This is an optimization exercise on Yosys and OpenROAD, whose aim is small area, a short achievable clock period and few clock cycles, not a production implementation.
At most, simulation tests tie the RTL to the original design; equivalence was not proved.
For runs 6 and 7, only the layout was checked, not whether the RTL still works.

`flow/design.v`:
```
`timescale 1ns/1ns
module mac8b (
  input  logic [7:0] x,
  input  logic [3:0] one,
  input  logic [3:0] two,
  input  logic [3:0] neg,
  input  logic [7:0] acc,
  output logic [7:0] s
);
  logic [7:0] pp0;
  logic [5:0] pp1;
  logic [3:0] pp2;
  logic [1:0] pp3;
  logic [7:0] row_a, row_b;
  logic t1, t2, t3, t4, t5, t6, t7, t8, t9, t10, t11, t12, t13, t14, t15, t16, t17, t18, t19, t20, t21, t22, t23, t24, t25, t26, t27, t28, t29, t30, t31, t32, t33, t34, t35, t36;
  assign pp0[0] = ((one[0] & x[0]) | (two[0] & 1'b0)) ^ neg[0];
  assign pp0[1] = ((one[0] & x[1]) | (two[0] & x[0])) ^ neg[0];
  assign pp0[2] = ((one[0] & x[2]) | (two[0] & x[1])) ^ neg[0];
  assign pp0[3] = ((one[0] & x[3]) | (two[0] & x[2])) ^ neg[0];
  assign pp0[4] = ((one[0] & x[4]) | (two[0] & x[3])) ^ neg[0];
  assign pp0[5] = ((one[0] & x[5]) | (two[0] & x[4])) ^ neg[0];
  assign pp0[6] = ((one[0] & x[6]) | (two[0] & x[5])) ^ neg[0];
  assign pp0[7] = ((one[0] & x[7]) | (two[0] & x[6])) ^ neg[0];
  assign pp1[0] = ((one[1] & x[0]) | (two[1] & 1'b0)) ^ neg[1];
  assign pp1[1] = ((one[1] & x[1]) | (two[1] & x[0])) ^ neg[1];
  assign pp1[2] = ((one[1] & x[2]) | (two[1] & x[1])) ^ neg[1];
  assign pp1[3] = ((one[1] & x[3]) | (two[1] & x[2])) ^ neg[1];
  assign pp1[4] = ((one[1] & x[4]) | (two[1] & x[3])) ^ neg[1];
  assign pp1[5] = ((one[1] & x[5]) | (two[1] & x[4])) ^ neg[1];
  assign pp2[0] = ((one[2] & x[0]) | (two[2] & 1'b0)) ^ neg[2];
  assign pp2[1] = ((one[2] & x[1]) | (two[2] & x[0])) ^ neg[2];
  assign pp2[2] = ((one[2] & x[2]) | (two[2] & x[1])) ^ neg[2];
  assign pp2[3] = ((one[2] & x[3]) | (two[2] & x[2])) ^ neg[2];
  assign pp3[0] = ((one[3] & x[0]) | (two[3] & 1'b0)) ^ neg[3];
  assign pp3[1] = ((one[3] & x[1]) | (two[3] & x[0])) ^ neg[3];
  assign t1 = pp0[4] ^ pp1[2];
  assign t2 = pp0[4] & pp1[2];
  assign t3 = pp0[5] ^ pp1[3];
  assign t4 = pp0[5] & pp1[3];
  assign t5 = pp0[6] ^ pp1[4] ^ pp2[2];
  assign t6 = (pp0[6] & pp1[4]) | (pp0[6] & pp2[2]) | (pp1[4] & pp2[2]);
  assign t7 = pp3[0] ^ neg[3];
  assign t8 = pp3[0] & neg[3];
  assign t9 = pp0[7] ^ pp1[5] ^ pp2[3];
  assign t10 = pp3[1] ^ acc[7];
  assign t11 = pp0[2] ^ pp1[0];
  assign t12 = pp0[2] & pp1[0];
  assign t13 = pp0[3] ^ pp1[1];
  assign t14 = pp0[3] & pp1[1];
  assign t15 = t1 ^ pp2[0] ^ neg[2];
  assign t16 = (t1 & pp2[0]) | (t1 & neg[2]) | (pp2[0] & neg[2]);
  assign t17 = t3 ^ pp2[1] ^ acc[5];
  assign t18 = (t3 & pp2[1]) | (t3 & acc[5]) | (pp2[1] & acc[5]);
  assign t19 = t5 ^ t7 ^ acc[6];
  assign t20 = (t5 & t7) | (t5 & acc[6]) | (t7 & acc[6]);
  assign t21 = t9 ^ t10 ^ t6;
  assign t22 = pp0[0] ^ neg[0];
  assign t23 = pp0[0] & neg[0];
  assign t24 = pp0[1] ^ acc[1];
  assign t25 = pp0[1] & acc[1];
  assign t26 = t11 ^ neg[1] ^ acc[2];
  assign t27 = (t11 & neg[1]) | (t11 & acc[2]) | (neg[1] & acc[2]);
  assign t28 = t13 ^ acc[3] ^ t12;
  assign t29 = (t13 & acc[3]) | (t13 & t12) | (acc[3] & t12);
  assign t30 = t15 ^ acc[4] ^ t14;
  assign t31 = (t15 & acc[4]) | (t15 & t14) | (acc[4] & t14);
  assign t32 = t17 ^ t2 ^ t16;
  assign t33 = (t17 & t2) | (t17 & t16) | (t2 & t16);
  assign t34 = t19 ^ t4 ^ t18;
  assign t35 = (t19 & t4) | (t19 & t18) | (t4 & t18);
  assign t36 = t21 ^ t8 ^ t20;
  assign row_a = {t36, t34, t32, t30, t28, t26, t24, t22};
  assign row_b = {t35, t33, t31, t29, t27, t25, t23, acc[0]};
  assign s = row_a + row_b;
endmodule
`timescale 1ns/1ns
module acc_top (
  input  logic        clk,
  input  logic        arst_n,
  input  logic        reg_wr_en,
  input  logic [2:0]  reg_wr_addr,
  input  logic [31:0] reg_wr_data,
  input  logic [2:0]  reg_rd_addr,
  output logic [31:0] reg_rd_data,
  output logic        mem_req,
  output logic [15:0] mem_addr,
  input  logic        mem_gnt,
  input  logic        mem_rvalid,
  input  logic [31:0] mem_rdata,
  output logic        out_valid,
  output logic [31:0] out_data,
  output logic        out_last,
  input  logic        out_credit
);
  logic [15:0] k_base, k_len, x_base, x_len, a_base, a_len;
  logic        busy;
  logic [7:0]  done_cnt;
  logic        ctrl_go;
  logic        job_done;
  assign ctrl_go = reg_wr_en && (reg_wr_addr == 3'd6) && reg_wr_data[0] && !busy;
  always_ff @(posedge clk or negedge arst_n) begin
    if (!arst_n) begin
      k_base <= '0;
      k_len  <= '0;
      x_base <= '0;
      x_len  <= '0;
      a_base <= '0;
      a_len  <= '0;
    end else if (reg_wr_en) begin
      case (reg_wr_addr)
        3'd0: k_base <= reg_wr_data[15:0];
        3'd1: k_len  <= reg_wr_data[15:0];
        3'd2: x_base <= reg_wr_data[15:0];
        3'd3: x_len  <= reg_wr_data[15:0];
        3'd4: a_base <= reg_wr_data[15:0];
        3'd5: a_len  <= reg_wr_data[15:0];
        default: ;
      endcase
    end
  end
  always_ff @(posedge clk or negedge arst_n) begin
    if (!arst_n) begin
      busy     <= 1'b0;
      done_cnt <= '0;
    end else if (ctrl_go) begin
      busy <= 1'b1;
    end else if (job_done) begin
      busy     <= 1'b0;
      done_cnt <= done_cnt + 1'b1;
    end
  end
  always_comb begin
    reg_rd_data = '0;
    case (reg_rd_addr)
      3'd0: reg_rd_data[15:0] = k_base;
      3'd1: reg_rd_data[15:0] = k_len;
      3'd2: reg_rd_data[15:0] = x_base;
      3'd3: reg_rd_data[15:0] = x_len;
      3'd4: reg_rd_data[15:0] = a_base;
      3'd5: reg_rd_data[15:0] = a_len;
      3'd6: begin
        reg_rd_data[0]    = busy;
        reg_rd_data[15:8] = done_cnt;
      end
      default: ;
    endcase
  end
  logic [15:0] kp, xp, ap;    
  logic [15:0] pairs_left;    
  logic        iss_x;         
  logic        iss_a;         
  logic        iss_end;       
  logic [2:0]  a_req;         
  logic [2:0]  outst;         
  logic [2:0]  credits;       
  logic        grant;
  logic [15:0] addr_inc;
  assign mem_req  = busy && !iss_end && (outst <= 3'd5) && (!iss_a || (credits != 3'd0));
  assign mem_addr = iss_a ? ap : (iss_x ? xp : kp);
  assign grant    = mem_req && mem_gnt;
  assign addr_inc = mem_addr + 1'b1;
  always_ff @(posedge clk) begin
    if (ctrl_go) begin
      kp         <= k_base;
      xp         <= x_base;
      ap         <= a_base;
      pairs_left <= k_len;
      iss_x      <= 1'b0;
      iss_a      <= 1'b0;
      iss_end    <= 1'b0;
      a_req      <= '0;
    end else if (grant) begin
      if (iss_a) begin
        ap    <= addr_inc;
        a_req <= a_req + 1'b1;
        if (a_req == 3'd3) iss_end <= 1'b1;
      end else if (!iss_x) begin
        kp    <= addr_inc;
        iss_x <= 1'b1;
      end else begin
        xp         <= addr_inc;
        iss_x      <= 1'b0;
        pairs_left <= pairs_left - 1'b1;
        if (pairs_left == 16'd1) iss_a <= 1'b1;
      end
    end
  end
  always_ff @(posedge clk or negedge arst_n) begin
    if (!arst_n) begin
      outst   <= '0;
      credits <= 3'd4;
    end else begin
      outst   <= outst + 3'(grant) - 3'(mem_rvalid);
      credits <= credits - 3'(grant && iss_a) + 3'(out_credit);
    end
  end
  logic        rsp_a;       
  logic        rsp_x;       
  logic [2:0]  a_rsp;       
  logic [2:0]  a_out;       
  logic        rv_k, rv_x, rv_a;
  logic [31:0] k_reg;       
  logic [31:0] x_reg;       
  assign rsp_a = (outst <= a_req);
  assign rv_a  = mem_rvalid && rsp_a;
  assign rv_k  = mem_rvalid && !rsp_a && !rsp_x;
  assign rv_x  = mem_rvalid && !rsp_a && rsp_x;
  always_ff @(posedge clk) begin
    if (ctrl_go) begin
      rsp_x <= 1'b0;
      a_rsp <= '0;
    end else begin
      if (rv_k || rv_x) rsp_x <= !rsp_x;
      if (rv_a) a_rsp <= a_rsp + 1'b1;
    end
    if (rv_k || (rv_a && !a_rsp[0])) k_reg <= mem_rdata;
    if (rv_x || (rv_a && a_rsp[0]))  x_reg <= mem_rdata;
  end
  logic        par;
  logic        first;       
  logic        mac1, mac2;  
  logic [15:0] k_sel;       
  logic [23:0] k_op;        
  logic [7:0]  ring_a [4][2];
  logic [7:0]  ring_b [4][2];
  always_ff @(posedge clk or negedge arst_n) begin
    if (!arst_n) begin
      mac1 <= 1'b0;
      mac2 <= 1'b0;
    end else begin
      mac1 <= rv_x;
      mac2 <= mac1;
    end
  end
  always_ff @(posedge clk) begin
    par <= ctrl_go ? 1'b0 : !par;
    if (ctrl_go) first <= 1'b1;
    else if (mac2) first <= 1'b0;
    k_op <= {booth(k_sel[15:8]), booth(k_sel[7:0])};
  end
  assign k_sel = !(rv_x || mac1) ? 16'd0 : (par ? k_reg[15:0] : k_reg[31:16]);
  function automatic logic [11:0] booth(input logic [7:0] k);
    logic [8:0] e;
    logic [3:0] one, two, neg;
    e = {k, 1'b0};
    for (int i = 0; i < 4; i++) begin
      one[i] = e[2*i+1] ^ e[2*i];
      two[i] = (e[2*i+2] & !e[2*i+1] & !e[2*i]) | (!e[2*i+2] & e[2*i+1] & e[2*i]);
      neg[i] = e[2*i+2];
    end
    booth = {neg, two, one};
  endfunction
  for (genvar r = 0; r < 4; r++) begin : g_row
    for (genvar j = 0; j < 2; j++) begin : g_unit
      logic [7:0] base;
      logic [7:0] sum;
      assign base = first ? 8'd0 : ring_a[r][j];
      mac8b u_mac (
        .x(x_reg[8*r +: 8]),
        .one(k_op[12*j +: 4]), .two(k_op[12*j+4 +: 4]), .neg(k_op[12*j+8 +: 4]),
        .acc(base), .s(sum)
      );
      always_ff @(posedge clk) begin
        ring_a[r][j] <= ring_b[r][j];
        ring_b[r][j] <= sum;
      end
    end
  end
  logic [1:0]  oc;
  logic        in_a;
  logic        col_busy;
  logic [31:0] psum;
  assign oc       = a_out[1:0];
  assign col_busy = mac2 && in_a;    
  assign psum     = oc[0] ? x_reg : k_reg;
  logic        emit;
  logic [31:0] sum_out;
  always_comb begin
    for (int r = 0; r < 4; r++) begin
      sum_out[8*r +: 8] = (in_a ? ring_a[r][oc[0]] : ring_b[r][oc[0]]) + psum[8*r +: 8];
    end
  end
  assign emit = busy && (a_rsp != a_out) && !col_busy;
  always_ff @(posedge clk or negedge arst_n) begin
    if (!arst_n) out_valid <= 1'b0;
    else         out_valid <= emit;
  end
  always_ff @(posedge clk) begin
    out_data <= sum_out;
    out_last <= (oc == 2'd3);
  end
  assign job_done = out_valid && out_last;
  always_ff @(posedge clk) begin
    if (ctrl_go) begin
      a_out <= '0;
      in_a  <= 1'b1;
    end else if (emit) begin
      a_out <= a_out + 1'b1;
      in_a  <= ((oc[1] ^ oc[0]) == !par);
    end else begin
      in_a  <= (oc[1] == !par);
    end
  end
endmodule
```
`flow/flow/run.sh`:
```
#!/bin/bash
# The standard layout, with the port buffers made from the smallest buffer
# cell instead of the default pick; repair still resizes them where needed.
set -o pipefail
export BUFFER_PORTS_ARGS="-buffer_cell sky130_fd_sc_hd__buf_1"
bash standard.sh 2>&1 | tee standard.log
```
`flow/standard.sh`:
```
#!/bin/bash
# synth_recipe.tcl (not shown) runs the flow's synth.tcl, then flattens the netlist and writes it again
# the make line also repeats each setting of config.mk as NAME=value (left out here)
make -C /OpenROAD-flow-scripts/flow DESIGN_CONFIG=/design/flow/config.mk WORK_HOME=/design/flow/orfs CLKGATE_MAP_FILE= SYNTH_SCRIPT=/design/flow/synth_recipe.tcl "${@:-finish}"
```
`flow/config.mk`:
```
export PLATFORM = sky130hd
export DESIGN_NAME = acc_top
export DESIGN_NICKNAME = acc_top
export VERILOG_FILES = /design/flow/design.v
export SDC_FILE = /design/flow/constraint.sdc
export NUM_CORES = 4
export LEC_CHECK = 0
export ABC_CLOCK_PERIOD_IN_PS = 3000
export CAP_MARGIN = 20
export CORE_MARGIN = 2
export CORE_UTILIZATION = 60
export SETUP_SLACK_MARGIN = 2.8
export SLEW_MARGIN = 20
```
`flow/constraint.sdc`:
```
create_clock -name core_clock -period 6.0 [get_ports {clk}]
set_input_delay 1.2000 -clock core_clock [delete_from_list [all_inputs] [get_ports {clk}]]
set_output_delay 1.2000 -clock core_clock [all_outputs]
set_load 0.01 [all_outputs]
```
==> flow_summary.toml, run 1 <==
[critical_path]
crit_path_top_delay_cell = "mux4_2"
ff2ff_path_depth = 12
crit_path_end_kind = "primary output"
worstPathMaxFanout = 5
path_class = "in -> out"
required_ns = 4.80
path_depth = 5
worst_path_most_repeated_cell = "buf_12"
path_cells = "buf_12 > buf_12 > mux4_2 > mux2_4 > buf_6"
worstSetupStartpointType = "primary input"
critical-path-top-delay-family = "multiplexers"
arrival_ns = 2.33
max_stage_delay_ns = 0.50
cp_num_buf_inv = 3

[synth]
synth_edf_count = 128
synth_ff_type = "dfxtp_1"
ys_seq_elements = 443
synth_mux_area_frac = 0.110
synth-warning-count = 3
yosysSeqAreaShare = 0.414
synth-xor-area-share = 0.103
synthSimpleGateAreaFrac = 0.0907
yosys.area_share.adder = 0.128
synth_area_mm2 = 0.0259
ys_types = 77
synth_top_family_by_area = "adder cells"
ys_async_sr_fraction = 0.257
avgSynthCellArea_um2 = 11.0
syn_inst = 2366
synth_compound_area_frac = 0.110

[layout]
area.growth.synth_to_final_pct = 20.0
top_regs = "ring_a x64, ring_b x64"
nFillCells = 3112
fin_util = 0.725
final_cell_mix = "221 x xnor2_1, 181 x dfxtp_1, 147 x nor2_1, 146 x nand2_1, 136 x mux2_2"
multiInputGateArea_mm2 = 0.0150
seq_area_mm2 = 0.0108
final_net_count = 2882
drive_gt1_frac = 0.248
stdcell_count = 3216
final_common_cell = "xnor2_1"

[sta]
slew_headroom = 0.284
fmax_mhz = 283
rsz0062_at_grt = "yes"
fin_crit_ns = 3.53
post-route-period-util = 0.588
finalSetupViolCount = 0
drv_slew = 0
whs_ns = 0.341
hold_viol_final = 0
tns_ns = 0
tightest_slew_ns = 1.07
skew_ns = 0.0296

[global_route]
grt_util_all_layers = 0.330
grt_overflow = 0
grt_pass1_wl_mm = 111
use_met1 = 0.481
grt.busiest_layer = "met2"
antenna_found_initial = 1
grt.met2_usage = 0.507
grt_max_degree = 67
grt_pass1_vias = 19038
met3_usage = 0.0561

[floorplanning]
start_util = 0.604
die_w_um = 212
rows = 76
ios = 159
dieArea_mm2 = 0.0449
fp.dieH_um = 212
core_mm2 = 0.0429

[flow_run]
max_cap_viol_count = 0

[cts]
cts_buffer_depth = 3
cts_tree = "built"
cts.clk_slew.worst_paths_ns = 0.06
cts-htree-levels = 2
clk_latency_ns = 0.61
cts_hold_buf = 0
cts_root_buf = "clkbuf_16"
cts.sinks = 443
cts_buffers = 50

[placed_design]
placedCellCount = 2969
dp_hpwl_mm = 46.7
port_buffers = 126
gp_routability_congestion = 0.884

[routing]
vias = 19144
ant_nets = 0
drc = 0
wire_per_inst_um = 22.8
firstDrtPassIters = 5
wirelength_mm = 73.4
drt_first_iter_violations = 1538
viasPerCell = 5.95

[hold_path]
hold_depth = 0
holdCritPathClass = "reg -> reg"

[run_status]
status = "timing/DRC/antenna clean"
[path summary, 6_finish.rpt]
check	from	to	slack (ns)
hold / removal	ring_b[0][3]	ring_a[0][3]	0.34
hold reg to reg	ring_b[0][3]	ring_a[0][3]	0.34
setup / recovery	reg_rd_addr[0]	reg_rd_data[13]	2.47
min in group asynchronous	arst_n	a_len[9]	0.65
max in group asynchronous	arst_n	k_base[7]	4.04
setup reg to reg	x_reg[25]	ring_b[7][7]	2.48
[final cells by class]
class / count / share of cell area
Antenna cell: 2 / 0.000161
Sequential cell: 443 / 0.347
Tap cell: 585 / 0.0235
Inverter: 118 / 0.0149
Multi-Input combinational cell: 1664 / 0.483
Timing Repair Buffer: 310 / 0.0774
Clock buffer: 70 / 0.0473
Clock inverter: 24 / 0.00668
[metal layers]
metal,vias up,part of all wire
li1,8723,-
met1,9564,0.45
met2,734,0.45
met3,123,0.080
met4,0,0.022
met5,-,0
[timing repair]
action                     CTS  global route
pin swaps                   68            67
resized for setup          151            88
setup endpoints to repair   64            78
gates cloned                 6             0
setup buffers              122            23
[synth_stat cells (10+ instances only)]
library cell,n,area [um^2]
mux2_2,139,1570
fa_1,78,1560
a211oi_1,17,128
dfxtp_1,201,4020
buf_1,24,90.1
edfxtp_1,128,3840
dfrtp_1,113,2830
buf_4,18,135
nand2_1,147,552
nor2_1,157,589
inv_1,114,428
and2_1,11,68.8
a21oi_1,75,375
o21a_1,23,173
a21o_1,41,308
o21bai_1,10,75.1
nor3_1,25,125
xnor2_1,231,2020
xor2_1,72,631
nand2b_1,10,62.6
clkbuf_1,107,402
mux2i_1,59,591
nand3_1,10,50.1
a22oi_1,130,976
ha_1,141,1760
mux4_2,31,698
nor2b_1,69,432
o21ai_0,43,215
[stage by stage]
stage / worst slack [ns] / area, um^2
final: 2.47 / 31100
after global routing: 2.37 / 31100
after CTS: 2.46 / 30500
after detailed placement: 1.68 / 27000
after global placement: 1.67 / 26900
after floorplan: 2.74 / 26400
[cell families (layout without fill, tap and decap cells)]
kind of cell,count (synthesis),after routing
buffers and inverters,274,522
other,1,18
XOR/XNOR,304,304
adder cells (fa/ha/maj),219,219
flip-flops,443,443
multiplexers,229,229
AND/OR/NAND/NOR,486,486
AO/OA/AOI/OAI,410,410
Testbench counts, summed over its fixed seeds: cycles 9,964.
==> run 2: changes to the inputs <==
--- a/flow/config.mk
+++ b/flow/config.mk
@@ -10,4 +10,7 @@
 export CORE_MARGIN = 2
-export CORE_UTILIZATION = 60
-export SETUP_SLACK_MARGIN = 2.8
+export CORE_UTILIZATION = 65
+export CTS_CLUSTER_DIAMETER = 120
+export CTS_CLUSTER_SIZE = 22
+export SETUP_SLACK_MARGIN = 2.6
 export SLEW_MARGIN = 20
+export TNS_END_PERCENT = 0
==> flow_summary.toml, run 2 <==
[run_status]
status = "timing/DRC/antenna clean"

[placed_design]
placedCellCount = 2905
port_buffers = 126
dp_hpwl_mm = 44.4
gp_routability_congestion = 0.919

[sta]
skew_ns = 0.0266
whs_ns = 0.344
fin_crit_ns = 3.60
slew_headroom = 0.286
tns_ns = 0
post-route-period-util = 0.601
hold_viol_final = 0
tightest_slew_ns = 1.07
finalSetupViolCount = 0
drv_slew = 0
fmax_mhz = 277
rsz0062_at_grt = "yes"

[floorplanning]
die_w_um = 204
fp.dieH_um = 204
start_util = 0.655
rows = 73
ios = 159
core_mm2 = 0.0395
dieArea_mm2 = 0.0415

[critical_path]
crit_path_end_kind = "primary output"
worstSetupStartpointType = "primary input"
worstPathMaxFanout = 14
path_class = "in -> out"
arrival_ns = 2.40
required_ns = 4.80

[routing]
drt_first_iter_violations = 1833
viasPerCell = 6.12
ant_nets = 0
vias = 18630
firstDrtPassIters = 5
wirelength_mm = 67.3
drc = 0
wire_per_inst_um = 22.1

[global_route]
grt_overflow = 0
antenna_found_initial = 3
grt_pass1_wl_mm = 102
grt_max_degree = 59
grt_util_all_layers = 0.319
grt_pass1_vias = 17840

[synth]
ys_types = 77
yosysSeqAreaShare = 0.414
synth_area_mm2 = 0.0259
synth_ff_type = "dfxtp_1"
synth-warning-count = 3
synth_area_leaders = "dfxtp_1 16%, edfxtp_1 15%, dfrtp_1 11%, xnor2_1 7.8%, ha_1 6.8%"
yosysMostFrequentCell = "xnor2_1"
avgSynthCellArea_um2 = 11.0
synth_top_area_cell = "dfxtp_1"
synthTopCellsByCount = "231 x xnor2_1, 201 x dfxtp_1, 157 x nor2_1"
syn_inst = 2366
synth_top_area_frac = 0.155
synth_edf_count = 128
ys_async_sr_fraction = 0.257
ys_seq_elements = 443

[cts]
cts_buffers = 24
cts.clk_slew.worst_paths_ns = 0.10
cts-htree-levels = 1
cts_hold_buf = 0
cts_buffer_depth = 3
cts.sinks = 443
cts_tree = "built"
clk_latency_ns = 0.58
cts_root_buf = "clkbuf_16"

[layout]
nFillCells = 2824
area.growth.synth_to_final_pct = 11.3
top_regs = "ring_a x64, ring_b x64"
drive_gt1_frac = 0.172
final_net_count = 2796
final_common_cell = "xnor2_1"
stdcell_count = 3045
final_cell_mix = "225 x xnor2_1, 181 x dfxtp_1, 151 x nor2_1, 147 x nand2_1, 138 x mux2_2"

[flow_run]
max_cap_viol_count = 0

[hold_path]
holdCritPathClass = "reg -> reg"
==> run 2: cell counts after synthesis <==
Identical to the previous run, type by type.
==> run 2: metrics by stage <==
step	area (um^2)	utilization	setup slack (ns)
detailed placement	26700	0.676	1.66
CTS	28100	0.711	2.41
finish	28800	0.729	2.40
global placement	26700	0.675	1.66
global route	28800	0.729	2.32
floorplan	26000	-	2.52
==> run 2: worst paths after layout <==
check	start	cells after the start	endpoint	slack, ns
max reg2reg	x_reg[2]	9	ring_b[0][7]	2.47
min	ring_b[6][4]	0	ring_a[6][4]	0.34
max in group asynchronous	arst_n	2	k_base[3]	4.00
min in group asynchronous	arst_n	1	a_base[9]	0.71
max	reg_rd_addr[2]	5	reg_rd_data[1]	2.40
min reg2reg	ring_b[6][4]	0	ring_a[6][4]	0.34
==> run 2: final cells by class <==
type / instances / area (um^2) / area share
Tap cell: 525 / 657 / 0.0228
Clock inverter: 1 / 20.0 / 0.000694
Multi-Input combinational cell: 1664 / 14500 / 0.502
Clock buffer: 42 / 689 / 0.0239
Timing Repair Buffer: 250 / 1740 / 0.0602
Sequential cell: 443 / 10800 / 0.374
Inverter: 118 / 473 / 0.0164
Antenna cell: 2 / 5.00 / 0.000174
==> run 2: kinds of logic after synthesis <==
kind of cell             synth area share
XOR/XNOR                            0.103
buffers and inverters              0.0434
flip-flops                          0.414
AO/OA/AOI/OAI                       0.110
multiplexers                        0.110
other                            0.000145
AND/OR/NAND/NOR                    0.0907
adder cells (fa/ha/maj)             0.128
==> run 2: metal layers <==
metal / vias to the layer above / track usage / routed length (um)
li1: 8506 / - / -
met1: 9190 / 0.486 / 30100
met2: 818 / 0.465 / 28800
met3: 114 / 0.0698 / 6840
met4: 2 / 0.0759 / 1560
met5: - / 0 / 13
==> run 2: critical path, cell delays in order <==
cell	delay (ns)
buf_6	0.17
buf_12	0.17
mux2_2	0.34
a221o_1	0.37
buf_1	0.14
==> run 2: what timing repair did <==
action | in CTS | in global routing
cloned | 3 | 1
pin swaps | 4 | 43
gates resized for setup | 74 | 56
setup buffers | 40 | 51
setup endpoints to repair | 55 | 51
==> run 3: changes to the inputs <==
--- a/flow/config.mk
+++ b/flow/config.mk
@@ -11,4 +11,4 @@
 export CORE_UTILIZATION = 65
-export CTS_CLUSTER_DIAMETER = 120
-export CTS_CLUSTER_SIZE = 22
+export CTS_CLUSTER_DIAMETER = 150
+export CTS_CLUSTER_SIZE = 28
 export SETUP_SLACK_MARGIN = 2.6
==> flow_summary.toml, run 3 <==
[sta]
fmax_mhz = 276
slew_headroom = 0.256
fin_crit_ns = 3.63
tightest_slew_ns = 1.11
skew_ns = 0.0209
hold_viol_final = 0
drv_slew = 0
tns_ns = 0
finalSetupViolCount = 0
worst_slack_ns = 2.37
whs_ns = 0.348
rsz0062_at_grt = "yes"
post-route-period-util = 0.605

[floorplanning]
fp.dieH_um = 204
start_util = 0.655
dieArea_mm2 = 0.0415
ios = 159
core_mm2 = 0.0395
die_w_um = 204
rows = 73

[layout]
final_cell_mix = "226 x xnor2_1, 181 x dfxtp_1, 152 x nor2_1, 147 x nand2_1, 138 x mux2_2"
final_net_count = 2782
drive_gt1_frac = 0.164
area.growth.synth_to_final_pct = 10.3
final_common_cell = "xnor2_1"
nFillCells = 2858
top_regs = "ring_a x64, ring_b x64"

[synth]
synth_ff_type = "dfxtp_1"
avgSynthCellArea_um2 = 11.0
syn_inst = 2366
synth_top_area_frac = 0.155
ys_async_sr_fraction = 0.257
ys_seq_elements = 443
yosysMostFrequentCell = "xnor2_1"
synth-warning-count = 3
synth_area_leaders = "dfxtp_1 16%, edfxtp_1 15%, dfrtp_1 11%, xnor2_1 7.8%, ha_1 6.8%"
synth_area_mm2 = 0.0259
ys_types = 77
synthTopCellsByCount = "231 x xnor2_1, 201 x dfxtp_1, 157 x nor2_1"
synth_edf_count = 128
synth_top_area_cell = "dfxtp_1"
yosysSeqAreaShare = 0.414

[global_route]
grt_max_degree = 59
grt_pass1_vias = 17844
grt_pass1_wl_mm = 102
grt_util_all_layers = 0.319
antenna_found_initial = 3
grt_overflow = 0

[hold_path]
holdCritPathClass = "reg -> reg"

[routing]
wire_per_inst_um = 22.1
top_layer = "met4"
vias = 18502
viasPerCell = 6.11
ant_nets = 0
m1WireLength_mm = 29.9
met3_length_mm = 6.64
wirelength_mm = 66.8
drt_first_iter_violations = 1848
drc = 0
firstDrtPassIters = 6
met2_length_mm = 28.8

[placed_design]
gp_routability_congestion = 0.919
dp_hpwl_mm = 44.4
pre_cts_ws_ns = 1.66
port_buffers = 126

[cts]
cts_hold_buf = 0
cts.clk_slew.worst_paths_ns = 0.12
cts_buffers = 19
cts_root_buf = "clkbuf_16"
cts_buffer_depth = 3
cts.sinks = 443
cts_tree = "built"
clk_latency_ns = 0.55
cts-htree-levels = 1

[critical_path]
required_ns = 4.80
max_stage_delay_ns = 0.32
path_cells = "clkbuf_16 > buf_12 > buf_12 > mux2_2 > a22oi_1 > o22ai_1 > buf_1"
crit_path_end_kind = "primary output"
worstSetupStartpointType = "primary input"
arrival_ns = 2.43
worstPathMaxFanout = 8
critical-path-top-delay-family = "buffers and inverters"
cp_num_buf_inv = 4
path_class = "in -> out"
crit_path_top_delay_cell = "mux2_2"
worst_path_most_repeated_cell = "buf_12"

[run_status]
status = "timing/DRC/antenna clean"

[flow_run]
max_cap_viol_count = 0
[run 3: final timing paths]
kind	startpoint	to	slack, ns	depth (start not counted)
setup / recovery	reg_rd_addr[0]	reg_rd_data[6]	2.37	7
max in group asynchronous	arst_n	outst[1]	3.96	2
min in group asynchronous	arst_n	a_len[10]	0.74	1
hold reg to reg	ring_b[4][3]	ring_a[4][3]	0.35	0
setup reg to reg	k_op[4]	ring_b[0][7]	2.48	10
hold / removal	ring_b[4][3]	ring_a[4][3]	0.35	0
[run 3: logic make-up after synthesis]
kind of cell,Yosys count,synth area share
compound gates,410,0.110
simple gates,486,0.0907
fa+ha+maj,219,0.128
buf+inv,274,0.0434
mux,229,0.110
flops,443,0.414
other cells,1,0.000145
xor+xnor,304,0.103
[run 3: what timing repair did]
action | 4_1_cts | 5_1_grt
resized for setup | 77 | 47
setup buffers | 42 | 41
hold endpoints to repair | 0 | 0
endpoints found under the setup margin | 57 | 52
pin swaps | 2 | 46
gates cloned | 2 | 1
[run 3: metal layers]
metal,up-vias,global-route usage
met2,785,0.465
met3,99,0.0692
met1,9131,0.486
met5,-,0
met4,0,0.0699
li1,8487,-
[run 3: area by class of cell]
| type | count | area [um^2] | area share |
|---|---|---|---|
| Multi-Input combinational cell | 1664 | 14500 | 0.506 |
| Sequential cell | 443 | 10800 | 0.377 |
| Timing Repair Buffer | 241 | 1670 | 0.0585 |
| Tap cell | 525 | 657 | 0.0230 |
| Clock buffer | 32 | 524 | 0.0183 |
| Inverter | 118 | 473 | 0.0166 |
| Antenna cell | 3 | 7.51 | 0.000263 |
| Clock inverter | 1 | 6.26 | 0.000219 |
[run 3: per-stage QoR]
stage / cell area, um^2 / util / cells
after floorplan: 26000 / - / 2381
after global routing: 28600 / 0.722 / 3026
after CTS: 28000 / 0.707 / 2982
final: 28600 / 0.723 / 3027
after detailed placement: 26700 / 0.676 / 2905
after global placement: 26700 / 0.675 / 2903
[run 3: worst register-to-register path, cell delays in order (launching register included)]
cell and delay, ns:
dfxtp_4 0.40, buf_4 0.20, a22oi_1 0.22, xor2_1 0.21
fa_1 0.46, fa_1 0.50, inv_1 0.05, fa_1 0.47
ha_1 0.24, o41ai_1 0.54, xnor2_1 0.12
==> run 4: changes to the inputs <==
--- a/flow/config.mk
+++ b/flow/config.mk
@@ -11,5 +11,5 @@
 export CORE_UTILIZATION = 65
-export CTS_CLUSTER_DIAMETER = 150
-export CTS_CLUSTER_SIZE = 28
-export SETUP_SLACK_MARGIN = 2.6
+export CTS_CLUSTER_DIAMETER = 120
+export CTS_CLUSTER_SIZE = 22
+export SETUP_SLACK_MARGIN = 3.0
 export SLEW_MARGIN = 20
==> flow_summary.toml, run 4 <==
[layout]
final_net_count = 2777
final_common_cell = "xnor2_1"
drive_gt1_frac = 0.170
area.growth.synth_to_final_pct = 10.7
fin_area_mm2 = 0.0287
top_regs = "ring_a x64, ring_b x64"
nFillCells = 2873
final_cell_mix = "229 x xnor2_1, 184 x dfxtp_1, 151 x nor2_1, 147 x nand2_1"

[global_route]
grt_pass1_vias = 18444
grt_overflow = 0
grt_max_degree = 69
grt_pass1_wl_mm = 106
grt_util_all_layers = 0.332
antenna_found_initial = 5

[sta]
hold_viol_final = 0
fin_crit_ns = 3.56
tns_ns = 0
fmax_mhz = 281
drv_slew = 0
rsz0062_at_grt = "yes"
tightest_slew_ns = 1.15
worst_slack_ns = 2.44
finalSetupViolCount = 0
skew_ns = 0.0329
whs_ns = 0.353
slew_headroom = 0.232
post-route-period-util = 0.593

[synth]
synth-warning-count = 3
ys_types = 77
synth_edf_count = 128
synth_top_area_frac = 0.155
synthTopCellsByCount = "231 x xnor2_1, 201 x dfxtp_1, 157 x nor2_1"
synth_top_area_cell = "dfxtp_1"
ys_seq_elements = 443
ys_async_sr_fraction = 0.257
synth_area_mm2 = 0.0259
avgSynthCellArea_um2 = 11.0
syn_inst = 2366
yosysSeqAreaShare = 0.414
yosysMostFrequentCell = "xnor2_1"
synth_ff_type = "dfxtp_1"
synth_area_leaders = "dfxtp_1 16%, edfxtp_1 15%, dfrtp_1 11%, xnor2_1 7.8%, ha_1 6.8%"

[critical_path]
path_class = "in -> out"
crit_path_end_kind = "primary output"
r2r_slack_ns = 2.53
ff2ff_path_depth = 14
reg2reg_to = "ring_b[6][7]"
arrival_ns = 2.36
worstPathMaxFanout = 7
required_ns = 4.80
worstSetupStartpointType = "primary input"
reg2reg_from = "x_reg[26]"

[cts]
cts_buffers = 24
cts_tree = "built"
cts-htree-levels = 1
cts.clk_slew.worst_paths_ns = 0.09
cts_root_buf = "clkbuf_16"
cts.sinks = 443
clk_latency_ns = 0.60
cts_buffer_depth = 3

[flow_run]
max_cap_viol_count = 0

[floorplanning]
rows = 73
ios = 159
fp.dieH_um = 204
core_mm2 = 0.0395
start_util = 0.655
die_w_um = 204
dieArea_mm2 = 0.0415

[routing]
ant_nets = 0
viasPerCell = 6.14
firstDrtPassIters = 6
wirelength_mm = 68.4
vias = 18584
top_layer = "met5"
drt_first_iter_violations = 1650
m1WireLength_mm = 30.2
drc = 0
wire_per_inst_um = 22.6
met2_length_mm = 29.4
met3_length_mm = 7.05

[hold_path]
whs_endpoint = "ring_a[0][0]"
hold_depth = 0
holdCritPathClass = "reg -> reg"
holdCritStartpoint = "ring_b[0][0]"

[placed_design]
gp_routability_congestion = 0.929
post_dp_cell_area_mm2 = 0.0268
port_buffers = 126
dp_hpwl_mm = 46.2
pre_cts_ws_ns = 1.56

[run_status]
status = "timing/DRC/antenna clean"
-- run 4: cell types whose count changed in the layout (fill, tap and decap cells not counted), sizes merged --
| cell | change |
|---|---|
| inv | +2 |
| clkinvlp | -1 |
| diode | +1 |
| buf | -11 |
| bufbuf | +1 |
| clkbuf | +10 |
-- run 4: metal layers --
| layer | vias to the layer above | GRT usage |
|---|---|---|
| met5 | - | 0 |
| met4 | 4 | 0.0873 |
| met3 | 122 | 0.0788 |
| met2 | 820 | 0.484 |
| met1 | 9171 | 0.496 |
| li1 | 8467 | - |
-- run 4: worst max-delay path, stage by stage --
cell,delay (ns)
buf_12,0.11
buf_12,0.14
buf_12,0.14
nor2_4,0.18
nand2_1,0.09
a21oi_1,0.13
a221o_1,0.19
buf_2,0.16
-- run 4: kinds of logic (layout without fill, tap and decap cells) --
| group | Yosys count | in the layout | synth area share |
|---|---|---|---|
| adder cells (fa/ha/maj) | 219 | 219 | 0.128 |
| AND/OR/NAND/NOR | 486 | 486 | 0.0907 |
| buffers and inverters | 274 | 393 | 0.0434 |
| XOR/XNOR | 304 | 304 | 0.103 |
| AO/OA/AOI/OAI | 410 | 410 | 0.110 |
| multiplexers | 229 | 229 | 0.110 |
| flip-flops | 443 | 443 | 0.414 |
| other | 1 | 20 | 0.000145 |
-- run 4: final cells by class --
cell class              count  area, um^2  area share
multi-input cells        1664       14600       0.508
flip-flops and latches    443       10800       0.375
repair buffers            231        1540      0.0537
clock buffers              42         668      0.0233
well taps                 525         657      0.0229
inverters                 118         454      0.0158
clock inverters             2        36.3     0.00126
diodes                      4        10.0    0.000349
-- run 4: how the worst max path moves through the flow --
stage | startpoint | end
floorplan | reg_rd_addr[1] | reg_rd_data[0]
global placement | reg_rd_addr[2] | reg_rd_data[5]
detailed placement | reg_rd_addr[2] | reg_rd_data[5]
CTS | reg_rd_addr[1] | reg_rd_data[5]
global route | x_reg[26] | ring_b[7][7]
finish | reg_rd_addr[1] | reg_rd_data[5]
-- run 4: repair_timing --
action,in CTS,in global routing
hold buffers,0,0
setup endpoints to repair,124,117
resized for setup,82,35
pin swaps,5,19
setup buffers,37,33
gates cloned,3,0
-- run 4: through the flow --
stage	instances	utilization
5_1_grt	3027	0.725
6_report	3029	0.726
2_1_floorplan	2381	-
4_1_cts	2991	0.713
3_5_place_dp	2907	0.679
3_3_place_gp	2907	0.679
==> run 5: changes to the inputs <==
--- a/flow/config.mk
+++ b/flow/config.mk
@@ -10,3 +10,3 @@
 export CORE_MARGIN = 2
-export CORE_UTILIZATION = 65
+export CORE_UTILIZATION = 72
 export CTS_CLUSTER_DIAMETER = 120
==> flow_summary.toml, run 5 <==
[global_route]
grt_max_degree = 79
grt_overflow = 0
grt_pass1_wl_mm = 108
grt_pass1_vias = 19705
grt_util_all_layers = 0.367
antenna_found_initial = 4

[synth]
yosysMostFrequentCell = "xnor2_1"
synth_ff_type = "dfxtp_1"
synth-warning-count = 3
ys_seq_elements = 443
synthTopCellsByCount = "231 x xnor2_1, 201 x dfxtp_1, 157 x nor2_1"
syn_inst = 2366
synth_area_leaders = "dfxtp_1 16%, edfxtp_1 15%, dfrtp_1 11%, xnor2_1 7.8%, ha_1 6.8%"
ys_async_sr_fraction = 0.257
synth_edf_count = 128
synth_top_area_frac = 0.155
yosysSeqAreaShare = 0.414
synth_top_area_cell = "dfxtp_1"
avgSynthCellArea_um2 = 11.0
ys_types = 77
synth_area_mm2 = 0.0259

[critical_path]
required_ns = 4.80
worstSetupStartpointType = "primary input"
arrival_ns = 2.40
r2r_slack_ns = 2.47
path_class = "in -> out"
crit_path_end_kind = "primary output"
worstPathMaxFanout = 8

[routing]
viasPerCell = 6.50
ant_nets = 0
m1WireLength_mm = 28.0
drt_first_iter_violations = 1846
firstDrtPassIters = 8
met2_length_mm = 32.4
wire_per_inst_um = 23.8
wirelength_mm = 70.6
met3_length_mm = 7.68
top_layer = "met4"
vias = 19309
drc = 0

[layout]
top_regs = "ring_a x64, ring_b x64"
drive_gt1_frac = 0.168
fin_util = 0.807
fin_area_mm2 = 0.0286
area.growth.synth_to_final_pct = 10.6
final_common_cell = "xnor2_1"
final_net_count = 2782
final_cell_mix = "226 x xnor2_1, 183 x dfxtp_1, 151 x nor2_1, 147 x nand2_1, 140 x ha_1"

[placed_design]
port_buffers = 126
dp_hpwl_mm = 46.7
gp_routability_congestion = 0.905
post_dp_cell_area_mm2 = 0.0268

[sta]
finalSetupViolCount = 0
tightest_slew_ns = 1.09
skew_ns = 0.0264
rsz0062_at_grt = "yes"
slew_headroom = 0.272
fin_crit_ns = 3.60
post-route-period-util = 0.600
tns_ns = 0
fmax_mhz = 278
drv_slew = 0
hold_viol_final = 0

[cts]
cts_buffer_depth = 3
cts_tree = "built"
cts.clk_slew.worst_paths_ns = 0.10
cts_buffers = 24
clk_latency_ns = 0.59
cts_root_buf = "clkbuf_16"
cts.sinks = 443
cts_hold_buf = 0
cts-htree-levels = 1

[floorplanning]
die_w_um = 194
fp.dieH_um = 194
rows = 69
start_util = 0.730
ios = 159
core_mm2 = 0.0355
dieArea_mm2 = 0.0375

[flow_run]
max_cap_viol_count = 0

[run_status]
status = "timing/DRC/antenna clean"

[hold_path]
holdCritPathClass = "reg -> reg"
-- run 5: changes by cell type in the layout (fill, tap and decap cells not counted), sizes merged --
cell,delta
buf,+3
bufbuf,+1
inv,-2
clkinvlp,+1
clkinv,+1
-- run 5: worst paths after layout --
path / depth (start not counted) / from / end
max: 6 / reg_rd_addr[2] / reg_rd_data[8]
min: 0 / ring_b[6][5] / ring_a[6][5]
max reg2reg: 10 / k_op[21] / ring_b[7][7]
min reg2reg: 0 / ring_b[6][5] / ring_a[6][5]
max in group asynchronous: 2 / arst_n / x_base[15]
min in group asynchronous: 1 / arst_n / credits[0]
-- run 5: layout make-up --
class / count / area [um^2]
Timing Repair Buffer: 236 / 1620
Inverter: 118 / 473
Sequential cell: 443 / 10800
Antenna cell: 4 / 10.0
Clock buffer: 41 / 664
Fill cell: 2217 / 6840
Multi-Input combinational cell: 1664 / 14500
Clock inverter: 2 / 50.0
Tap cell: 461 / 577
-- run 5: cell families after synthesis --
logic type | Yosys count | share of synthesized area
compound gates | 410 | 0.110
xor+xnor | 304 | 0.103
fa+ha+maj | 219 | 0.128
buf+inv | 274 | 0.0434
flops | 443 | 0.414
mux | 229 | 0.110
other cells | 1 | 0.000145
simple gates | 486 | 0.0907
-- run 5: repair_timing --
item,in CTS,in global routing
hold endpoints to repair,0,0
cloned,4,0
gates resized for setup,63,34
pin swaps,2,15
endpoints found under the setup margin,137,204
buffers inserted,30,38
-- run 5: layer usage --
layer / GRT usage / vias up
met3: 0.0767 / 187
met2: 0.582 / 1061
met5: 0 / -
met4: 0.137 / 0
met1: 0.503 / 9587
li1: - / 8474
-- run 5: worst max-delay path, cell delays in order --
cell and delay [ns]:
buf_2 0.15, buf_12 0.17, mux4_2 0.51, nor2_2 0.14, a21oi_2 0.08, buf_1 0.15
-- run 5: through the flow --
stage / setup WS (ns) / std cells / hold slack [ns]
final: 2.40 / 2969 / 0.335
after global routing: 2.36 / 2968 / 0.329
after CTS: 2.44 / 2926 / 0.341
after detailed placement: 1.49 / 2849 / 0.337
after global placement: 1.56 / 2849 / 0.328
after floorplan: 2.76 / 2381 / 0.326
==> run 6: changes to the inputs <==
--- a/flow/design.v
+++ b/flow/design.v
@@ -275,19 +275,10 @@
   assign psum     = oc[0] ? x_reg : k_reg;
-  logic        emit;
-  logic [31:0] sum_out;
   always_comb begin
     for (int r = 0; r < 4; r++) begin
-      sum_out[8*r +: 8] = (in_a ? ring_a[r][oc[0]] : ring_b[r][oc[0]]) + psum[8*r +: 8];
-    end
-  end
-  assign emit = busy && (a_rsp != a_out) && !col_busy;
-  always_ff @(posedge clk or negedge arst_n) begin
-    if (!arst_n) out_valid <= 1'b0;
-    else         out_valid <= emit;
-  end
-  always_ff @(posedge clk) begin
-    out_data <= sum_out;
-    out_last <= (oc == 2'd3);
-  end
-  assign job_done = out_valid && out_last;
+      out_data[8*r +: 8] = (in_a ? ring_a[r][oc[0]] : ring_b[r][oc[0]]) + psum[8*r +: 8];
+    end
+  end
+  assign out_valid = busy && (a_rsp != a_out) && !col_busy;
+  assign out_last  = (oc == 2'd3);
+  assign job_done  = out_valid && out_last;
   always_ff @(posedge clk) begin
@@ -296,3 +287,3 @@
       in_a  <= 1'b1;
-    end else if (emit) begin
+    end else if (out_valid) begin
       a_out <= a_out + 1'b1;
==> flow/run.sh (new file) <==
#!/bin/bash
# synth_recipe.tcl (not shown) runs the flow's synth.tcl, then flattens the netlist and writes it again
# the make line also repeats each setting of config.mk as NAME=value (left out here)
make -C /OpenROAD-flow-scripts/flow DESIGN_CONFIG=/design/flow/config.mk WORK_HOME=/design/flow/orfs CLKGATE_MAP_FILE= SYNTH_SCRIPT=/design/flow/synth_recipe.tcl finish
--- a/flow/config.mk
+++ b/flow/config.mk
@@ -10,7 +10,4 @@
 export CORE_MARGIN = 2
-export CORE_UTILIZATION = 72
-export CTS_CLUSTER_DIAMETER = 120
-export CTS_CLUSTER_SIZE = 22
-export SETUP_SLACK_MARGIN = 3.0
+export CORE_UTILIZATION = 40
+export SETUP_SLACK_MARGIN = 2.8
 export SLEW_MARGIN = 20
-export TNS_END_PERCENT = 0
removed: flow/flow/run.sh
removed: flow/standard.sh
==> flow_summary.toml, run 6 <==
[synth]
synth_top_area_frac = 0.153
synth_top_area_cell = "edfxtp_1"
avgSynthCellArea_um2 = 10.9
synth-warning-count = 3
synth_area_mm2 = 0.0251
ys_seq_elements = 409
syn_inst = 2307
ys_async_sr_fraction = 0.276
synth_edf_count = 128
ys_types = 70
synth_ff_type = "dfxtp_1"
yosysSeqAreaShare = 0.400
yosysMostFrequentCell = "xnor2_1"
synth_area_leaders = "edfxtp_1 15%, dfxtp_1 13%, dfrtp_1 11%, xnor2_1 8.4%, ha_1 7.0%"
synthTopCellsByCount = "241 x xnor2_1, 168 x dfxtp_1, 146 x mux2_2"

[critical_path]
path_class = "reg -> out"
arrival_ns = 3.21
max_stage_delay_ns = 0.53
path_cells = "buf_12 > buf_16 > mux4_2 > ha_4 > a21o_1 > a21oi_2 > nand2b_4 > a21boi_2 > o41a_1 > xnor2_2 > buf_2"
reg2reg_from = "x_reg[17]"
r2r_slack_ns = 2.30
required_ns = 4.80
worstSetupStartpointType = "flip-flop"
worstPathMaxFanout = 5
ff2ff_path_depth = 14
reg2reg_to = "ring_b[5][7]"
crit_path_top_delay_cell = "mux4_2"
crit_path_end_kind = "primary output"

[placed_design]
placedCellCount = 3171
pre_cts_ws_ns = 1.33
dp_hpwl_mm = 47.6
port_buffers = 126
gp_routability_congestion = 0.813

[sta]
drv_slew = 0
hold_viol_final = 0
rsz0062_at_grt = "yes"
worst_slack_ns = 1.59
skew_ns = 0.0425
fin_crit_ns = 4.41
tightest_slew_ns = 1.04
finalSetupViolCount = 0
post-route-period-util = 0.734
fmax_mhz = 227
slew_headroom = 0.305
tns_ns = 0

[global_route]
antenna_found_initial = 5
grt_pass1_vias = 19084
grt_max_degree = 77
grt_util_all_layers = 0.228
grt_overflow = 0
grt_pass1_wl_mm = 113

[cts]
cts_root_buf = "clkbuf_16"
cts.clk_slew.worst_paths_ns = 0.06
cts_tree = "built"
cts_buffers = 48
cts.sinks = 409
cts_hold_buf = 0
cts_buffer_depth = 3
cts-htree-levels = 2
clk_latency_ns = 0.63

[floorplanning]
die_w_um = 254
core_mm2 = 0.0618
fp.dieH_um = 254
start_util = 0.405
rows = 91
ios = 159
dieArea_mm2 = 0.0647

[flow_run]
max_cap_viol_count = 0

[layout]
area.growth.synth_to_final_pct = 29.4
final_common_cell = "xnor2_1"
diodes = 0
final_net_count = 2854
fin_util = 0.524
final_cell_mix = "221 x xnor2_1, 149 x dfxtp_1, 143 x buf_4, 139 x nand2_1, 135 x mux2_2"
top_regs = "ring_a x64, ring_b x64"
drive_gt1_frac = 0.329
stdcell_count = 3436

[hold_path]
holdCritPathClass = "reg -> reg"
whs_endpoint = "ring_a[6][6]"
hold_depth = 0
holdCritStartpoint = "ring_b[6][6]"

[routing]
wirelength_mm = 74.1
ant_nets = 0
wire_per_inst_um = 21.6
viasPerCell = 5.40
firstDrtPassIters = 5
drc = 0
vias = 18540
drt_first_iter_violations = 1282

[run_status]
status = "timing/DRC/antenna clean"
[run 6: cell types whose count changed after synthesis, moves of 6 or more]
cell | before | now
xor2_1 | 72 | 65
a22o_1 | 8 | 0
mux2_2 | 139 | 146
nor2_1 | 157 | 141
dfxtp_1 | 201 | 168
xnor2_1 | 231 | 241
nand3_1 | 10 | 19
a32oi_1 | 3 | 9
[run 6: logic make-up after synthesis]
family          after synthesis  synth area share
xor+xnor                    307             0.108
buf+inv                     275            0.0446
simple gates                462            0.0876
flops                       409             0.400
mux                         235             0.118
other cells                   1          0.000150
fa+ha+maj                   219             0.133
compound gates              399             0.109
[run 6: routing by layer]
metal / routed length (um) / global-route usage
met2: 37400 / 0.400
met3: 3490 / 0.0362
met1: 30900 / 0.284
met4: 2250 / 0.0770
met5: 50 / 0
[run 6: layout make-up]
| type | count | area [um^2] |
|---|---|---|
| fillers | 5316 | 29400 |
| multi-input cells | 1640 | 15700 |
| flip-flops and latches | 409 | 10100 |
| repair buffers | 342 | 3370 |
| clock buffers | 60 | 1330 |
| well taps | 837 | 1050 |
| inverters | 118 | 468 |
| clock inverters | 30 | 400 |
[run 6: worst max-delay path by stage]
stage          cells past startpoint              to           start  slack (ns)
6_report                          11     out_data[7]        a_out[0]        1.59
5_1_grt                           11     out_data[7]        a_out[0]        1.48
4_1_cts                           11    out_data[31]        a_out[0]        1.53
3_5_place_dp                       7  reg_rd_data[4]  reg_rd_addr[2]        1.33
3_3_place_gp                       7  reg_rd_data[5]  reg_rd_addr[2]        1.32
2_1_floorplan                     10     out_data[7]        a_out[0]        2.35
[run 6: critical path, delay by kind of cell (launching register included)]
| kind | cells | cell delay [ns] |
|---|---|---|
| buf+inv | 3 | 0.40 |
| xor+xnor | 1 | 0.15 |
| simple gates | 1 | 0.15 |
| compound gates | 4 | 0.74 |
| mux | 1 | 0.53 |
| fa+ha+maj | 1 | 0.18 |
| flops | 1 | 0.41 |
[run 6: what timing repair did]
item	CTS	global route
endpoints found under the setup margin	175	114
pin swaps	84	135
setup buffers	105	58
gates cloned	9	1
gates resized for setup	454	188
[run 6: metrics by stage]
| stage | hold slack [ns] | cell area [um^2] |
|---|---|---|
| after floorplan | 0.326 | 25900 |
| after global placement | 0.329 | 27400 |
| after detailed placement | 0.334 | 27400 |
| after CTS | 0.317 | 31000 |
| after global routing | 0.337 | 32400 |
| final | 0.326 | 32400 |
==> run 7: changes to the inputs <==
--- a/flow/design.v
+++ b/flow/design.v
@@ -151,4 +151,6 @@
   logic        iss_a;         
-  logic        iss_end;       
   logic [2:0]  a_req;         
+  logic        started;       
+  logic        spec_ok;       
+  logic        drain;         
   logic [2:0]  outst;         
@@ -157,3 +159,11 @@
   logic [15:0] addr_inc;
-  assign mem_req  = busy && !iss_end && (outst <= 3'd5) && (!iss_a || (credits != 3'd0));
+  logic        desc_wr;
+  logic        restart;       
+  logic        spec_go;       
+  logic [2:0]  tag_rd;        
+  logic [7:0]  tag_a;         
+  assign desc_wr = reg_wr_en && (reg_wr_addr <= 3'd5);
+  assign restart = ctrl_go && !spec_ok;
+  assign mem_req  = busy && !drain && (outst <= 3'd5) &&
+                    (!iss_a || (started && (credits != 3'd0)));
   assign mem_addr = iss_a ? ap : (iss_x ? xp : kp);
@@ -161,4 +171,5 @@
   assign addr_inc = mem_addr + 1'b1;
+  assign spec_go  = grant && iss_a && (a_req == 3'd3);
   always_ff @(posedge clk) begin
-    if (ctrl_go) begin
+    if (restart || spec_go) begin
       kp         <= k_base;
@@ -169,3 +180,2 @@
       iss_a      <= 1'b0;
-      iss_end    <= 1'b0;
       a_req      <= '0;
@@ -175,3 +185,2 @@
         a_req <= a_req + 1'b1;
-        if (a_req == 3'd3) iss_end <= 1'b1;
       end else if (!iss_x) begin
@@ -186,2 +195,3 @@
     end
+    if (grant) tag_a[tag_rd + outst] <= iss_a;
   end
@@ -191,2 +201,6 @@
       credits <= 3'd4;
+      tag_rd  <= '0;
+      started <= 1'b0;
+      spec_ok <= 1'b0;
+      drain   <= 1'b0;
     end else begin
@@ -194,2 +208,8 @@
       credits <= credits - 3'(grant && iss_a) + 3'(out_credit);
+      if (mem_rvalid) tag_rd <= tag_rd + 1'b1;
+      if (ctrl_go)      started <= 1'b1;
+      else if (spec_go) started <= 1'b0;
+      if (spec_go)                  spec_ok <= !desc_wr;
+      else if (desc_wr || ctrl_go)  spec_ok <= 1'b0;
+      if (restart || drain) drain <= (outst - 3'(mem_rvalid) != 3'd0);
     end
@@ -203,14 +223,11 @@
   logic [31:0] x_reg;       
-  assign rsp_a = (outst <= a_req);
-  assign rv_a  = mem_rvalid && rsp_a;
-  assign rv_k  = mem_rvalid && !rsp_a && !rsp_x;
-  assign rv_x  = mem_rvalid && !rsp_a && rsp_x;
+  assign rsp_a = tag_a[tag_rd];
+  assign rv_a  = mem_rvalid && !drain && rsp_a;
+  assign rv_k  = mem_rvalid && !drain && !rsp_a && !rsp_x;
+  assign rv_x  = mem_rvalid && !drain && !rsp_a && rsp_x;
   always_ff @(posedge clk) begin
-    if (ctrl_go) begin
-      rsp_x <= 1'b0;
-      a_rsp <= '0;
-    end else begin
-      if (rv_k || rv_x) rsp_x <= !rsp_x;
-      if (rv_a) a_rsp <= a_rsp + 1'b1;
-    end
+    if (restart) rsp_x <= 1'b0;
+    else if (rv_k || rv_x) rsp_x <= !rsp_x;
+    if (ctrl_go) a_rsp <= '0;
+    else if (rv_a) a_rsp <= a_rsp + 1'b1;
     if (rv_k || (rv_a && !a_rsp[0])) k_reg <= mem_rdata;
@@ -225,9 +242,16 @@
   logic [7:0]  ring_b [4][2];
+  logic        first_n, mac1_n, mac2_n;
+  logic        zero_base;   
+  assign mac1_n  = rv_x && !restart;
+  assign mac2_n  = mac1 && !restart;
+  assign first_n = (restart || (rv_a && (a_rsp == 3'd3))) ? 1'b1 : (mac2 ? 1'b0 : first);
   always_ff @(posedge clk or negedge arst_n) begin
     if (!arst_n) begin
-      mac1 <= 1'b0;
-      mac2 <= 1'b0;
+      mac1      <= 1'b0;
+      mac2      <= 1'b0;
+      zero_base <= 1'b0;
     end else begin
-      mac1 <= rv_x;
-      mac2 <= mac1;
+      mac1      <= mac1_n;
+      mac2      <= mac2_n;
+      zero_base <= first_n && (mac1_n || mac2_n);
     end
@@ -235,6 +259,5 @@
   always_ff @(posedge clk) begin
-    par <= ctrl_go ? 1'b0 : !par;
-    if (ctrl_go) first <= 1'b1;
-    else if (mac2) first <= 1'b0;
-    k_op <= {booth(k_sel[15:8]), booth(k_sel[7:0])};
+    par   <= !par;
+    first <= first_n;
+    k_op  <= {booth(k_sel[15:8]), booth(k_sel[7:0])};
   end
@@ -256,3 +279,3 @@
       logic [7:0] sum;
-      assign base = first ? 8'd0 : ring_a[r][j];
+      assign base = zero_base ? 8'd0 : ring_a[r][j];
       mac8b u_mac (
@@ -275,20 +298,25 @@
   assign psum     = oc[0] ? x_reg : k_reg;
+  logic        emit;
+  logic [31:0] sum_out;
   always_comb begin
     for (int r = 0; r < 4; r++) begin
-      out_data[8*r +: 8] = (in_a ? ring_a[r][oc[0]] : ring_b[r][oc[0]]) + psum[8*r +: 8];
+      sum_out[8*r +: 8] = (in_a ? ring_a[r][oc[0]] : ring_b[r][oc[0]]) + psum[8*r +: 8];
     end
   end
-  assign out_valid = busy && (a_rsp != a_out) && !col_busy;
-  assign out_last  = (oc == 2'd3);
-  assign job_done  = out_valid && out_last;
+  assign emit = busy && (a_rsp != a_out) && !col_busy;
+  always_ff @(posedge clk or negedge arst_n) begin
+    if (!arst_n) out_valid <= 1'b0;
+    else         out_valid <= emit;
+  end
   always_ff @(posedge clk) begin
-    if (ctrl_go) begin
-      a_out <= '0;
-      in_a  <= 1'b1;
-    end else if (out_valid) begin
-      a_out <= a_out + 1'b1;
-      in_a  <= ((oc[1] ^ oc[0]) == !par);
-    end else begin
-      in_a  <= (oc[1] == !par);
-    end
+    out_data <= sum_out;
+    out_last <= (oc == 2'd3);
+  end
+  assign job_done = out_valid && out_last;
+  logic [1:0] oc_n;
+  assign oc_n = ctrl_go ? 2'd0 : (emit ? oc + 2'd1 : oc);
+  always_ff @(posedge clk) begin
+    if (ctrl_go) a_out <= '0;
+    else if (emit) a_out <= a_out + 1'b1;
+    in_a <= (oc_n[1] == !par);
   end
==> flow/flow/run.sh (new file) <==
#!/bin/bash
# The standard layout, with the port buffers made from the smallest buffer
# cell instead of the default pick; repair still resizes them where needed.
set -o pipefail
export BUFFER_PORTS_ARGS="-buffer_cell sky130_fd_sc_hd__buf_1"
bash standard.sh 2>&1 | tee standard.log
==> flow/standard.sh (new file) <==
#!/bin/bash
# synth_recipe.tcl (not shown) runs the flow's synth.tcl, then flattens the netlist and writes it again
# the make line also repeats each setting of config.mk as NAME=value (left out here)
make -C /OpenROAD-flow-scripts/flow DESIGN_CONFIG=/design/flow/config.mk WORK_HOME=/design/flow/orfs CLKGATE_MAP_FILE= SYNTH_SCRIPT=/design/flow/synth_recipe.tcl "${@:-finish}"
--- a/flow/config.mk
+++ b/flow/config.mk
@@ -10,4 +10,7 @@
 export CORE_MARGIN = 2
-export CORE_UTILIZATION = 40
-export SETUP_SLACK_MARGIN = 2.8
+export CORE_UTILIZATION = 65
+export CTS_CLUSTER_DIAMETER = 120
+export CTS_CLUSTER_SIZE = 22
+export SETUP_SLACK_MARGIN = 2.6
 export SLEW_MARGIN = 20
+export TNS_END_PERCENT = 0
removed: flow/run.sh
==> flow_summary.toml, run 7 <==
[cts]
cts_buffers = 24
cts.clk_slew.worst_paths_ns = 0.09
cts_tree = "built"
cts_root_buf = "clkbuf_16"
cts_hold_buf = 0
clk_latency_ns = 0.60
cts-htree-levels = 1
cts.sinks = 457
cts_buffer_depth = 3

[hold_path]
whs_endpoint = "ring_a[2][6]"
hold_depth = 0
holdCritPathClass = "reg -> reg"
holdCritStartpoint = "ring_b[2][6]"

[floorplanning]
die_w_um = 207
core_mm2 = 0.0407
ios = 159
dieArea_mm2 = 0.0429
rows = 74
fp.dieH_um = 207
start_util = 0.658

[sta]
finalSetupViolCount = 0
post-route-period-util = 0.593
fin_crit_ns = 3.56
fmax_mhz = 281
tightest_slew_ns = 1.18
tns_ns = 0
slew_headroom = 0.209
rsz0062_at_grt = "yes"
skew_ns = 0.0300
drv_slew = 0
hold_viol_final = 0

[synth]
synth_edf_count = 136
ys_async_sr_fraction = 0.265
synth_top_area_frac = 0.152
syn_inst = 2448
yosysMostFrequentCell = "xnor2_1"
synth-warning-count = 3
synth_ff_type = "dfxtp_1"
synth_area_leaders = "edfxtp_1 15%, dfxtp_1 15%, dfrtp_1 11%, xnor2_1 7.3%, ha_1 6.8%"
ys_seq_elements = 457
synth_top_area_cell = "edfxtp_1"
yosysSeqAreaShare = 0.415
ys_types = 76
synthTopCellsByCount = "223 x xnor2_1, 216 x nor2_1, 200 x dfxtp_1"
avgSynthCellArea_um2 = 10.9
synth_area_mm2 = 0.0268

[critical_path]
reg2reg_to = "ring_b[0][7]"
ff2ff_path_depth = 12
reg2reg_from = "x_reg[2]"
required_ns = 4.80
crit_path_end_kind = "primary output"
arrival_ns = 2.36
worstPathMaxFanout = 8
path_class = "in -> out"
worstSetupStartpointType = "primary input"
r2r_slack_ns = 2.44

[global_route]
grt_pass1_wl_mm = 110
antenna_found_initial = 4
grt_pass1_vias = 20250
grt_util_all_layers = 0.327
grt_max_degree = 72
grt_overflow = 0

[layout]
top_regs = "ring_a x64, ring_b x64"
multiInputGateArea_mm2 = 0.0150
seq_area_mm2 = 0.0112
fin_area_mm2 = 0.0298
final_net_count = 2897
nFillCells = 2945
drive_gt1_frac = 0.180
final_cell_mix = "220 x xnor2_1, 211 x nor2_1, 182 x dfxtp_1, 137 x mux2_2, 137 x ha_1"
stdcell_count = 3146
final_common_cell = "xnor2_1"
area.growth.synth_to_final_pct = 11.3

[placed_design]
gp_routability_congestion = 0.866
placedCellCount = 2996
dp_hpwl_mm = 46.7
port_buffers = 126
post_dp_cell_area_mm2 = 0.0276

[routing]
drt_first_iter_violations = 1479
drc = 0
wire_per_inst_um = 22.4
wirelength_mm = 70.4
firstDrtPassIters = 6
viasPerCell = 6.13
vias = 19295
ant_nets = 0

[flow_run]
max_cap_viol_count = 0

[run_status]
status = "timing/DRC/antenna clean"
## run 7: cell types whose count changed after synthesis, sizes merged, moves of 8 or more
cell,change
a21o,-25
buf,+24
clkbuf,-19
dfrtp,+8
dfxtp,+32
edfxtp,+8
mux2,-9
nand2,-12
nand2b,+34
nor2,+75
xnor2,-18
xor2,+15
## run 7: worst max-delay path, cell delays in order
cell and delay [ns]:
buf_4 0.11, buf_12 0.16, buf_12 0.15, buf_4 0.13
mux2i_1 0.19, nor2_1 0.07, a21oi_1 0.13, a21oi_1 0.08
buf_2 0.14
## run 7: worst max-delay path by stage
| stage | cells past startpoint | startpoint | endpoint |
|---|---|---|---|
| floorplan | 14 | x_reg[0] | ring_b[1][7] |
| global placement | 5 | reg_rd_addr[0] | reg_rd_data[0] |
| detailed placement | 5 | reg_rd_addr[0] | reg_rd_data[0] |
| CTS | 6 | reg_rd_addr[0] | reg_rd_data[5] |
| global route | 12 | x_reg[2] | ring_b[0][7] |
| finish | 9 | reg_rd_addr[1] | reg_rd_data[4] |
## run 7: per-stage QoR
step	util	setup slack [ns]	hold WS, ns
final	0.732	2.44	0.335
after global routing	0.732	2.34	0.353
after floorplan	-	2.42	0.326
after global placement	0.678	1.58	0.329
after detailed placement	0.678	1.52	0.335
after CTS	0.727	2.48	0.333
## run 7: repair_timing
item,in CTS,in global routing
setup buffers,95,8
pin swaps,61,19
gates resized for setup,133,10
endpoints found under the hold margin,0,0
gates cloned,2,0
setup endpoints to repair,55,47
## run 7: cell type report
type / instances / area share
multi-input combinational: 1724 / 0.502
tap: 532 / 0.0223
inverter: 120 / 0.0157
antenna: 2 / 0.000168
sequential: 457 / 0.375
clock buffer: 39 / 0.0220
clock inverter: 2 / 0.00126
timing repair buffer: 270 / 0.0616
## run 7: cell families (layout without fill, tap and decap cells)
family / count (synthesis) / after routing / synth area share
flip-flops: 457 / 457 / 0.415
adder cells (fa/ha/maj): 224 / 224 / 0.127
AND/OR/NAND/NOR: 554 / 554 / 0.0974
other: 1 / 18 / 0.000140
multiplexers: 236 / 236 / 0.113
AO/OA/AOI/OAI: 385 / 385 / 0.0990
buffers and inverters: 282 / 431 / 0.0449
XOR/XNOR: 309 / 309 / 0.104
## run 7: layer usage
metal / vias to the layer above / global-route usage / part of all wire
met2: 750 / 0.581 / 0.51
met5: - / 0 / 0.00045
li1: 8760 / - / -
met1: 9568 / 0.394 / 0.37
met4: 4 / 0.148 / 0.050
met3: 213 / 0.0459 / 0.064

port drivers added, routing unchanged:
The flow's constraints put no driver on any port. The routed layouts listed below were extracted and timed again, unchanged, in two steps.
Step 1: set_driving_cell puts a clkbuf_16 on clk and a buf_2 on each other input, an assumption about the parent block.
Step 2, shift: input delay + t, output delay - t, t = (earliest + latest rising clock arrival at the registers) / 2. This alone moves slack from input paths to output paths.
a / b / c = ideal ports / drivers / drivers and shift; a / b = the first two.
run | t (ns) | setup WS [ns] | worst setup path after step 2 | worst data-port slew with drivers (ns) | pins driven straight from the clock port
run 1 | 0.659 | 2.471 / 2.406 / 2.406 | input to output | 0.09 | 1
run 2 | 0.624 | 2.395 / 2.357 / 2.357 | input to output | 0.09 | 1
run 3 | 0.605 | 2.372 / 2.319 / 2.319 | input to output | 0.10 | 1
run 4 | 0.638 | 2.441 / 2.339 / 2.339 | input to output | 0.14 | 1
run 5 | 0.629 | 2.403 / 2.316 / 2.301 | input to register | 0.12 | 1
run 6 | 0.668 | 1.594 / 1.538 / 2.207 | register to output | 0.22 | 1
run 7 | 0.641 | 2.440 / 2.338 / 2.338 | input to output | 0.12 | 1
After both steps setup and hold are still met in every run listed.
